From an optimization exercise on the open Yosys and OpenROAD flow, aimed at small area; shortcuts taken in it are not production practice.
Only simulation tests tie the RTL to the original design; equivalence was not proved.
The flow treats the clock pin as an ideal source, which a real chip does not have.
Power figures rest on the tool's default switching activity, not on a simulated workload.

==> flow/design.v <==
`timescale 1ns/1ps
module nibble_sel (
    input  logic [31:0] v,
    input  logic [2:0]  ph,
    output logic [3:0]  o
);
    always_comb begin
        case (ph)
            3'd0:    o = v[3:0];
            3'd1:    o = v[7:4];
            3'd2:    o = v[11:8];
            3'd3:    o = v[15:12];
            3'd4:    o = v[19:16];
            3'd5:    o = v[23:20];
            3'd6:    o = v[27:24];
            default: o = v[31:28];
        endcase
    end
endmodule
`timescale 1ns/1ps
module register_file (
    input  logic       clk,
    input  logic       clr,       
    input  logic [4:0] raddr1,
    input  logic [4:0] raddr2,
    output logic [3:0] rdata1,
    output logic [3:0] rdata2,
    input  logic       we,
    input  logic [4:0] waddr,
    input  logic [3:0] wdata
);
    logic [127:0] heads;
    assign heads[3:0] = 4'b0;
    genvar r;
    generate
        for (r = 1; r < 32; r++) begin : g_reg
            logic [31:0] q;
            logic        wr;
            assign wr = clr | (we && waddr == r);
            always_ff @(posedge clk) begin
                q <= {wr ? (wdata & {4{~clr}}) : q[3:0], q[31:4]};
            end
            assign heads[4*r +: 4] = q[3:0];
        end
    endgenerate
    assign rdata1 = heads[{raddr1, 2'b00} +: 4];
    assign rdata2 = heads[{raddr2, 2'b00} +: 4];
endmodule
`timescale 1ns/1ps
module shifter (
    input  logic [31:0] s,        
    input  logic [4:0]  shamt,
    input  logic        right,
    output logic [3:0]  o
);
    logic [2:0] sel;
    assign sel = right ? shamt[4:2] : ~shamt[4:2];
    always_comb begin
        case (sel)
            3'd0:    o = s[3:0];
            3'd1:    o = s[7:4];
            3'd2:    o = s[11:8];
            3'd3:    o = s[15:12];
            3'd4:    o = s[19:16];
            3'd5:    o = s[23:20];
            3'd6:    o = s[27:24];
            default: o = s[31:28];
        endcase
    end
endmodule
module funnel (
    input  logic [7:0] w,         
    input  logic [1:0] r,
    input  logic       right,
    output logic [3:0] o
);
    always_comb begin
        case ({right, r})
            3'b100:  o = w[3:0];
            3'b101:  o = w[4:1];
            3'b110:  o = w[5:2];
            3'b111:  o = w[6:3];
            3'b000:  o = w[7:4];
            3'b001:  o = w[6:3];
            3'b010:  o = w[5:2];
            default: o = w[4:1];
        endcase
    end
endmodule
`timescale 1ns/1ps
module cpu (
    input  logic                 clk,
    input  logic                 reset,
    output logic [32-1:0] iaddr,
    input  logic [32-1:0] idata,
    output logic [32-1:0] daddr,
    input  logic [32-1:0] drdata,
    output logic [32-1:0] dwdata,
    output logic [3:0]           dwe
);
    logic [3:0]  cnt;         
    logic        clr;         
    logic [2:0]  ph;
    logic        r2;
    logic        ph0;
    logic        ph7;
    assign ph  = cnt[2:0];
    assign r2  = cnt[3];
    assign ph0 = (ph == 3'd0);
    assign ph7 = (ph == 3'd7);
    always_ff @(posedge clk) begin
        if (reset) begin
            cnt <= 4'd0;
            clr <= 1'b1;
        end else begin
            cnt <= {cnt[3] ^ (&cnt[2:0] & ~clr), cnt[2:0] + 3'd1};
            if (ph7) clr <= 1'b0;
        end
    end
    logic [6:0] opc;
    logic [2:0] f3;
    logic [6:0] f7;
    logic       ok_f7;
    logic       is_op, is_opimm, is_alu, is_load, is_store, is_branch;
    logic       is_lui, is_auipc, is_jal, is_jalr;
    logic       is_shift, is_slt, is_sub, is_logic;
    logic       right;
    assign opc = idata[6:0];
    assign f3  = idata[14:12];
    assign f7  = idata[31:25];
    assign ok_f7     = (f7 == 7'b0000000) ||
                       (f7 == 7'b0100000 && (f3 == 3'b000 || f3 == 3'b101));
    assign is_op     = (opc == 7'b0110011) && ok_f7;
    assign is_opimm  = (opc == 7'b0010011) && (f3[1:0] != 2'b01 || ok_f7);
    assign is_alu    = is_op | is_opimm;
    assign is_load   = (opc == 7'b0000011) && (f3 == 3'b010);
    assign is_store  = (opc == 7'b0100011) && (f3 == 3'b010);
    assign is_branch = (opc == 7'b1100011) && (f3[2:1] != 2'b01);
    assign is_lui    = (opc == 7'b0110111);
    assign is_auipc  = (opc == 7'b0010111);
    assign is_jal    = (opc == 7'b1101111);
    assign is_jalr   = (opc == 7'b1100111) && (f3 == 3'b000);
    assign is_shift  = is_alu && (f3[1:0] == 2'b01);
    assign is_slt    = is_alu && (f3[2:1] == 2'b01);
    assign is_sub    = is_op && (f3 == 3'b000) && f7[5];
    assign is_logic  = is_alu && f3[2] && (f3[1:0] != 2'b01);
    assign right     = f3[2];
    logic [31:0] imm;
    always_comb begin
        if (is_lui | is_auipc)
            imm = {idata[31:12], 12'b0};
        else if (is_jal)
            imm = {{12{idata[31]}}, idata[19:12], idata[20], idata[30:21], 1'b0};
        else if (is_branch)
            imm = {{20{idata[31]}}, idata[7], idata[30:25], idata[11:8], 1'b0};
        else if (is_store)
            imm = {{20{idata[31]}}, idata[31:25], idata[11:7]};
        else
            imm = {{20{idata[31]}}, idata[31:20]};
    end
    logic [31:1] pc;
    logic [31:0] d;           
    logic [31:0] t;           
    logic        carry;
    logic        flag;        
    logic [4:0]  shamt;
    logic [3:0]  a;           
    logic [3:0]  b;           
    logic [3:0]  p;           
    logic [3:0]  im;          
    logic [3:0]  four;
    logic [31:0] pc32;
    assign pc32 = {pc, 1'b0};
    nibble_sel u_psel (.v(pc32), .ph(ph), .o(p));
    nibble_sel u_isel (.v(imm),  .ph(ph), .o(im));
    assign four = ph0 ? 4'b0100 : 4'b0000;
    logic       rf_we;
    logic [3:0] rf_wd;
    register_file u_regfile (
        .clk    (clk),
        .clr    (clr),
        .raddr1 (idata[19:15]),
        .raddr2 (idata[24:20]),
        .rdata1 (a),
        .rdata2 (b),
        .we     (rf_we),
        .waddr  (idata[11:7]),
        .wdata  (rf_wd)
    );
    logic [3:0] x;
    logic [3:0] y;
    logic       inv;
    logic       cin;
    logic [4:0] sum;
    always_comb begin
        if (r2)
            x = p;
        else if (is_auipc | is_jal)
            x = p;
        else if (is_lui)
            x = 4'b0;
        else
            x = a;
    end
    always_comb begin
        if (r2)
            y = (is_jal | (is_branch & flag)) ? im : four;
        else if (is_op | is_branch)
            y = b;
        else if (is_jal)
            y = four;
        else
            y = im;
    end
    assign inv = ~r2 & (is_sub | is_slt | is_branch);
    assign cin = ph0 ? inv : carry;
    assign sum = {1'b0, x} + {1'b0, y ^ {4{inv}}} + {4'b0, cin};
    always_ff @(posedge clk) begin
        carry <= sum[4];
    end
    logic z;
    logic lt;
    logic cond;
    assign z    = (sum[3:0] == 4'b0) & (ph0 | flag);
    assign lt   = ~sum[4] ^ ((is_branch ? ~f3[1] : ~f3[0]) & (a[3] ^ y[3]));
    assign cond = is_branch ? ((f3[2] ? lt : z) ^ f3[0]) : lt;
    always_ff @(posedge clk) begin
        if (~r2) flag <= ph7 ? cond : z;
    end
    always_ff @(posedge clk) begin
        if (~r2 & ph0) shamt[3:0] <= y[3:0];
        if (~r2 & (ph == 3'd1)) shamt[4] <= y[0];
    end
    logic [3:0]  src;         
    logic [3:0]  prv;         
    logic [3:0]  fill;
    logic [3:0]  fun;
    logic [3:0]  t_in;
    logic        t_load;
    assign fill   = {4{f7[5] & prv[3]}};
    assign src    = r2 ? (right ? fill : a) : (right ? a : 4'b0);
    assign t_load = r2 & ph0 & is_load;
    always_ff @(posedge clk) begin
        prv <= src;
    end
    funnel u_funnel (
        .w     ({src, prv}),
        .r     (shamt[1:0]),
        .right (right),
        .o     (fun)
    );
    assign t_in = (~r2 & is_store) ? b : fun;
    always_ff @(posedge clk) begin
        if (t_load)
            t <= {drdata[3:0], drdata[31:4]};
        else
            t <= {t_in, t[31:4]};
    end
    logic [3:0] sh_out;
    shifter u_shifter (
        .s     ({t_in, t[31:4]}),
        .shamt (shamt),
        .right (right),
        .o     (sh_out)
    );
    logic [3:0] lg;
    always_comb begin
        case (f3[1:0])
            2'b00:   lg = a ^ y;
            2'b10:   lg = a | y;
            default: lg = a & y;
        endcase
    end
    assign rf_we = r2 ? (is_slt | is_shift | is_load | is_jalr)
                      : ((is_alu & ~is_shift & ~is_slt) | is_lui | is_auipc | is_jal);
    always_comb begin
        if (~r2)
            rf_wd = is_logic ? lg : sum[3:0];
        else if (is_slt)
            rf_wd = {3'b0, flag & ph0};
        else if (is_shift)
            rf_wd = sh_out;
        else if (is_load)
            rf_wd = ph0 ? drdata[3:0] : t[3:0];
        else
            rf_wd = sum[3:0];
    end
    logic [3:0]  d_in;
    logic [31:0] d_next;
    always_comb begin
        if (clr)
            d_in = 4'b0;
        else if (r2 & is_jalr)
            d_in = d[3:0];
        else
            d_in = sum[3:0];
    end
    assign d_next = {d_in, d[31:4]};
    always_ff @(posedge clk) begin
        d <= d_next;
        if (ph7 & (r2 | clr)) pc <= d_next[31:1];
    end
    assign iaddr  = {pc, 1'b0};
    assign daddr  = d;
    assign dwdata = t;
    assign dwe    = {4{is_store & r2 & ph0}};
endmodule
export LEC_CHECK = 0
export ABC_AREA = 1
export CAP_MARGIN = 20
export CORE_MARGIN = 2
export CORE_UTILIZATION = 50
export SLEW_MARGIN = 20
create_clock -name core_clock -period 9.5 [get_ports {clk}]
standard.sh (not shown) runs the stock make flow with config.mk's settings and CLKGATE_MAP_FILE= SYNTH_SCRIPT=/design/flow/synth_recipe.tcl, a recipe that flattens the netlist after the stock synthesis.
==> flow/flow/run.sh <==
#!/bin/bash
# Standard ORFS layout with three changes:
#  - the combinational logic of the standard synthesis is re-mapped for area
#    (registers untouched), see resynth.ys
#  - the smallest buffer on the ports
#  - no CTS dummy loads
set -euo pipefail
HERE=$(pwd)
R=$HERE/orfs/results/${FLOW_PLATFORM}/cpu/base
LIB=$FLOW_HOME/platforms/${FLOW_PLATFORM}/lib/sky130_fd_sc_hd__tt_025C_1v80.lib
export BUFFER_PORTS_ARGS="-buffer_cell sky130_fd_sc_hd__buf_1"
export CTS_ARGS="-sink_clustering_enable -repair_clock_nets -dont_use_dummy_load -buf_list sky130_fd_sc_hd__clkbuf_16 -sink_clustering_size 30 -sink_clustering_max_diameter 60"

bash standard.sh synth > log_standard_synth.log 2>&1
cp "$R/1_2_yosys.v" "$HERE/std_synth.v"
sed -e "s#@LIB@#$LIB#g" -e "s#@IN@#$HERE/std_synth.v#" -e "s#@OUT@#$HERE/resynth.v#" \
    -e "s#@TOP@#$FLOW_TOP#g" -e "s#@SCRIPT@#$HERE/flow/resynth.abc#" -e "s#@STAT@#$HERE/resynth_stat.txt#" \
    flow/resynth.ys > resynth_run.ys
yosys -s resynth_run.ys > log_resynth.log 2>&1
cp "$HERE/resynth.v" "$R/1_2_yosys.v"
rm -f "$R/1_synth.odb" "$R/1_synth.sdc"
bash standard.sh > log_standard_finish.log 2>&1
==> flow/flow/resynth.abc <==
strash
&get -n
&deepsyn -T 60
&nf -R 1000
&put
topo
==> flow/flow/resynth.ys <==
# Re-map the combinational logic of the standard synthesis for area.
# Registers stay as they are: same instances, names and cell types.
read_liberty -ignore_miss_func @LIB@
read_verilog @IN@
hierarchy -top @TOP@
setattr -mod -set keep_hierarchy 1 sky130_fd_sc_hd__df* sky130_fd_sc_hd__edf* sky130_fd_sc_hd__sdf* sky130_fd_sc_hd__dl* sky130_fd_sc_hd__conb_1
flatten
delete t:$scopeinfo
blackbox sky130_fd_sc_hd__df* sky130_fd_sc_hd__edf* sky130_fd_sc_hd__sdf* sky130_fd_sc_hd__dl* sky130_fd_sc_hd__conb_1
opt_clean -purge
select @TOP@
abc -liberty @LIB@ -dont_use *probe* -dont_use *lpflow* -script @SCRIPT@
select -clear
opt_clean -purge
hilomap -singleton -hicell sky130_fd_sc_hd__conb_1 HI -locell sky130_fd_sc_hd__conb_1 LO
insbuf -buf sky130_fd_sc_hd__buf_4 A X
check -mapped
tee -o @STAT@ stat -liberty @LIB@
write_verilog -noattr -nohex -nodec @OUT@
The baseline ran to the end with no violations.
Rerun with:
--- a/flow/flow/run.sh
+++ b/flow/flow/run.sh
@@ -10,5 +10,5 @@
 LIB=$FLOW_HOME/platforms/${FLOW_PLATFORM}/lib/sky130_fd_sc_hd__tt_025C_1v80.lib
 export BUFFER_PORTS_ARGS="-buffer_cell sky130_fd_sc_hd__buf_1"
-export CTS_ARGS="-sink_clustering_enable -repair_clock_nets -dont_use_dummy_load -buf_list sky130_fd_sc_hd__clkbuf_16 -sink_clustering_size 30 -sink_clustering_max_diameter 60"
+export CTS_ARGS="-sink_clustering_enable -repair_clock_nets -dont_use_dummy_load -buf_list {sky130_fd_sc_hd__clkbuf_4 sky130_fd_sc_hd__clkbuf_8} -sink_clustering_size 12 -sink_clustering_max_diameter 40"
 
 bash standard.sh synth > log_standard_synth.log 2>&1
Wire length rises by 1.0%.
Clock power rises by about 8%.
Setup slack improved by 0.096 ns.
Final area rises by 1.0%.
Non-clock buffer count does not change.
Global-route usage rises by 0.39 points.
Combinational power barely changes.
Rerun with:
--- a/flow/flow/run.sh
+++ b/flow/flow/run.sh
@@ -10,5 +10,5 @@
 LIB=$FLOW_HOME/platforms/${FLOW_PLATFORM}/lib/sky130_fd_sc_hd__tt_025C_1v80.lib
 export BUFFER_PORTS_ARGS="-buffer_cell sky130_fd_sc_hd__buf_1"
-export CTS_ARGS="-sink_clustering_enable -repair_clock_nets -dont_use_dummy_load -buf_list {sky130_fd_sc_hd__clkbuf_4 sky130_fd_sc_hd__clkbuf_8} -sink_clustering_size 12 -sink_clustering_max_diameter 40"
+export CTS_ARGS="-sink_clustering_enable -repair_clock_nets -dont_use_dummy_load -buf_list sky130_fd_sc_hd__clkbuf_4 -sink_clustering_size 11 -sink_clustering_max_diameter 40"
 
 bash standard.sh synth > log_standard_synth.log 2>&1
--- a/flow/flow/resynth.ys
+++ b/flow/flow/resynth.ys
@@ -1,4 +1,5 @@
 # Re-map the combinational logic of the standard synthesis for area.
 # Registers stay as they are: same instances, names and cell types.
+# Wires named after pins of the flattened cells are hidden so that they merge.
 read_liberty -ignore_miss_func @LIB@
 read_verilog @IN@
@@ -6,4 +7,5 @@
 setattr -mod -set keep_hierarchy 1 sky130_fd_sc_hd__df* sky130_fd_sc_hd__edf* sky130_fd_sc_hd__sdf* sky130_fd_sc_hd__dl* sky130_fd_sc_hd__conb_1
 flatten
+rename -hide w:_*_.*
 delete t:$scopeinfo
 blackbox sky130_fd_sc_hd__df* sky130_fd_sc_hd__edf* sky130_fd_sc_hd__sdf* sky130_fd_sc_hd__dl* sky130_fd_sc_hd__conb_1
@@ -14,5 +16,5 @@
 opt_clean -purge
 hilomap -singleton -hicell sky130_fd_sc_hd__conb_1 HI -locell sky130_fd_sc_hd__conb_1 LO
-insbuf -buf sky130_fd_sc_hd__buf_4 A X
+insbuf -buf sky130_fd_sc_hd__buf_1 A X
 check -mapped
 tee -o @STAT@ stat -liberty @LIB@
Effect:
- The changed run ran to the end with no violations
- final area went down by 2.2%
- clock-buffer cell count is higher by 5
- utilization is about the same
- synthesized cell count drops by 3.1%
Rerun with:
Settings changed: CORE_UTILIZATION 50 to 55.
Result: The changed run passed the timing, design-rule and antenna checks. Clock-buffer cell count goes up by 1. Critical path depth rises by 2. Via count barely changes. Wire length goes up by 1.3%. Total power stays flat. Die area drops by 8.9%. Synthesized area does not change. Worst setup slack improved by 0.035 ns.

---

lane 1:
RTL: the design.v shown in full above, as it stands there.
clock: 9.5 ns
lec_check: 0
abc_area: 1
cap_margin: 20
core_margin: 2
core_utilization: 50
slew_margin: 20
==> flow/flow/run.sh <==
#!/bin/bash
# Standard ORFS layout with three changes:
#  - the combinational logic of the standard synthesis is re-mapped for area
#    (registers untouched), see resynth.ys
#  - the smallest buffer on the ports
#  - no CTS dummy loads
set -euo pipefail
HERE=$(pwd)
R=$HERE/orfs/results/${FLOW_PLATFORM}/cpu/base
LIB=$FLOW_HOME/platforms/${FLOW_PLATFORM}/lib/sky130_fd_sc_hd__tt_025C_1v80.lib
export BUFFER_PORTS_ARGS="-buffer_cell sky130_fd_sc_hd__buf_1"
export CTS_ARGS="-sink_clustering_enable -repair_clock_nets -dont_use_dummy_load -buf_list sky130_fd_sc_hd__clkbuf_4 -sink_clustering_size 12 -sink_clustering_max_diameter 40"

bash standard.sh synth > log_standard_synth.log 2>&1
cp "$R/1_2_yosys.v" "$HERE/std_synth.v"
sed -e "s#@LIB@#$LIB#g" -e "s#@IN@#$HERE/std_synth.v#" -e "s#@OUT@#$HERE/resynth.v#" \
    -e "s#@TOP@#$FLOW_TOP#g" -e "s#@SCRIPT@#$HERE/flow/resynth.abc#" -e "s#@STAT@#$HERE/resynth_stat.txt#" \
    flow/resynth.ys > resynth_run.ys
yosys -s resynth_run.ys > log_resynth.log 2>&1
cp "$HERE/resynth.v" "$R/1_2_yosys.v"
rm -f "$R/1_synth.odb" "$R/1_synth.sdc"
bash standard.sh > log_standard_finish.log 2>&1
==> flow/flow/resynth.ys <==
# Re-map the combinational logic of the standard synthesis for area.
# Registers stay as they are: same instances, names and cell types.
read_liberty -ignore_miss_func @LIB@
read_verilog @IN@
hierarchy -top @TOP@
setattr -mod -set keep_hierarchy 1 sky130_fd_sc_hd__df* sky130_fd_sc_hd__edf* sky130_fd_sc_hd__sdf* sky130_fd_sc_hd__dl* sky130_fd_sc_hd__conb_1
flatten
delete t:$scopeinfo
blackbox sky130_fd_sc_hd__df* sky130_fd_sc_hd__edf* sky130_fd_sc_hd__sdf* sky130_fd_sc_hd__dl* sky130_fd_sc_hd__conb_1
opt_clean -purge
select @TOP@
abc -liberty @LIB@ -dont_use *probe* -dont_use *lpflow* -script @SCRIPT@
select -clear
opt_clean -purge
hilomap -singleton -hicell sky130_fd_sc_hd__conb_1 HI -locell sky130_fd_sc_hd__conb_1 LO
insbuf -buf sky130_fd_sc_hd__buf_4 A X
check -mapped
tee -o @STAT@ stat -liberty @LIB@
write_verilog -noattr -nohex -nodec @OUT@
Scripts as last shown in full above: flow/flow/resynth.abc
Lane 1 went all the way through synthesis, placement and routing and the layout is clean on timing, DRC and antenna.
Inputs modified between lane 1 and lane 2:
-- flow/flow/run.sh --
<<< lane 1, line 12
export CTS_ARGS="-sink_clustering_enable -repair_clock_nets -dont_use_dummy_load -buf_list sky130_fd_sc_hd__clkbuf_4 -sink_clustering_size 12 -sink_clustering_max_diameter 40"
>>> lane 2, line 12
export CTS_ARGS="-sink_clustering_enable -repair_clock_nets -dont_use_dummy_load -buf_list sky130_fd_sc_hd__clkbuf_4 -sink_clustering_size 10 -sink_clustering_max_diameter 35"
==> notes.md <==
Lane 2 vs. lane 1: maximum fanout along the worst path went down by 7.
Reported for lane 2 and lane 1, net count after synthesis turned out identical to the last digit.
Re number of buffer and inverter instances along the worst setup path: no difference whatsoever between lane 2 and lane 1.
Share of the clock period used by the worst path after layout in lane 2 vs lane 1: down 1.7 points
Looking at global-route track usage on met3, lane 2 sits 1.1 points above lane 1.
Diff lane 1 -> lane 2 | cell count | up slightly
Delta (lane 2 minus lane 1): final core utilization picked up an extra 0.42 points, post-layout minimum cycle time decreased 0.16 ns, highest clock frequency the design can meet went up by 2.5%.
[lane 2] wire length on met2 rose 280 microns relative to lane 1
Sort lane 2 and lane 1 by worst hold slack asc -> top: lane 1
The following lists how lane 3 was set up differently from lane 2:
-- flow/flow/run.sh --
<<< lane 2, line 6
#  - no CTS dummy loads
>>> lane 3, line 6
#  - a clock tree of small buffers without dummy loads; the leaf buffers of
#    slow clock pins are upsized after CTS (post_cts.tcl)
<<< lane 2, line 12
export CTS_ARGS="-sink_clustering_enable -repair_clock_nets -dont_use_dummy_load -buf_list sky130_fd_sc_hd__clkbuf_4 -sink_clustering_size 10 -sink_clustering_max_diameter 35"
>>> lane 3, line 13
export CTS_ARGS="-sink_clustering_enable -repair_clock_nets -dont_use_dummy_load -buf_list sky130_fd_sc_hd__clkbuf_4 -sink_clustering_size 12 -sink_clustering_max_diameter 40"

export POST_CTS_TCL="$HERE/flow/post_cts.tcl"
==> flow/flow/post_cts.tcl (new file) <==
estimate_parasitics -placement
set fix {}
foreach pin [all_registers -clock_pins -edge_triggered] {
  set worst 0
  foreach edge {rise fall} {
    foreach a {min max} {
      set s [sta::time_ui_sta [get_property $pin slew_${a}_$edge]]
      set worst [expr {max($worst, $s * 1e12)}]
    }
  }
  if {$worst > 121} {
    foreach drv [get_pins -of_objects [get_nets -of_objects $pin] -filter "direction == output"] {
      dict set fix [get_full_name [get_cells -of_objects $drv]] 1
    }
  }
}
set bigger [dict create sky130_fd_sc_hd__clkbuf_2 sky130_fd_sc_hd__clkbuf_4 \
  sky130_fd_sc_hd__clkbuf_4 sky130_fd_sc_hd__clkbuf_8 sky130_fd_sc_hd__clkbuf_8 sky130_fd_sc_hd__clkbuf_16]
set n 0
foreach inst [dict keys $fix] {
  set cell [get_property [get_cells $inst] ref_name]
  if {[dict exists $bigger $cell]} {
    puts "clock slew fix: $inst $cell -> [dict get $bigger $cell]"
    replace_cell $inst [dict get $bigger $cell]
    incr n
  }
}
puts "clock slew fix: $n buffers upsized"
if {$n > 0} {
  detailed_placement
  check_placement -verbose
  estimate_parasitics -placement
}
-- flow/flow/resynth.ys --
<<< lane 2, line 3
>>> lane 3, line 3
# Wires named after pins of the flattened cells are hidden so that they merge.
<<< lane 2, line 8
>>> lane 3, line 9
rename -hide w:_*_.*
<<< lane 2, line 16
insbuf -buf sky130_fd_sc_hd__buf_4 A X
>>> lane 3, line 18
insbuf -buf sky130_fd_sc_hd__buf_1 A X
==> notes.md <==
Between lane 3 and lane 2, power share of the clock group is higher for lane 2, lane 3 comes in under that.
Against lane 2 as the reference, lane 3 delivers a lower data required time of the critical path.
Routed wire length in lane 3 is about 1.8% higher than in lane 2

-- static timing again, ports no longer ideal --
Ports are ideal in the flow. The routed layouts listed here were re-timed in OpenROAD.
Step 1 (the two cells are an assumption about what drives the block):
set clk [get_ports {clk}]
set_driving_cell -lib_cell sky130_fd_sc_hd__clkbuf_16 $clk
set_driving_cell -lib_cell sky130_fd_sc_hd__buf_2 [delete_from_list [all_inputs] $clk]
Step 2 moves the port delays by t, midway between the first and last clock arrival at a register: inputs arrive t later, outputs are due t later. That takes back most of the time a late clock gives input paths.
a / b / c = ideal / step 1 / step 2; a / b = the first two.
| run | shift t [ns] | setup slack, ns | hold slack, ns | cell pins on the clock port's net |
|---|---|---|---|---|
| the first run of note 1 | 0.665 | 2.613 / 2.623 / 1.957 | 0.268 / 0.268 / 0.268 | 1 |
| the second run of note 1 | 0.756 | 2.709 / 2.737 / 1.982 | 0.273 / 0.273 / 0.273 | 1 |
| the third run of note 1 | 0.916 | 2.742 / 2.769 / 1.853 | 0.266 / 0.266 / 0.266 | 1 |
| the fourth run of note 1 | 0.906 | 2.777 / 2.775 / 1.868 | 0.211 / 0.211 / 0.211 | 1 |
| lane 1 | 0.942 | 2.835 / 2.871 / 1.930 | 0.233 / 0.233 / 0.233 | 1 |
| lane 2 | 0.982 | 2.997 / 3.003 / 2.021 | 0.270 / 0.270 / 0.270 | 1 |
| lane 3 | 0.904 | 2.650 / 2.655 / 1.751 | 0.205 / 0.205 / 0.205 | 1 |
After both steps setup and hold are still met in every run listed. The setup slack of lane 2, which loses most, moves by +0.006 ns with the drivers and by -0.976 ns with both steps.
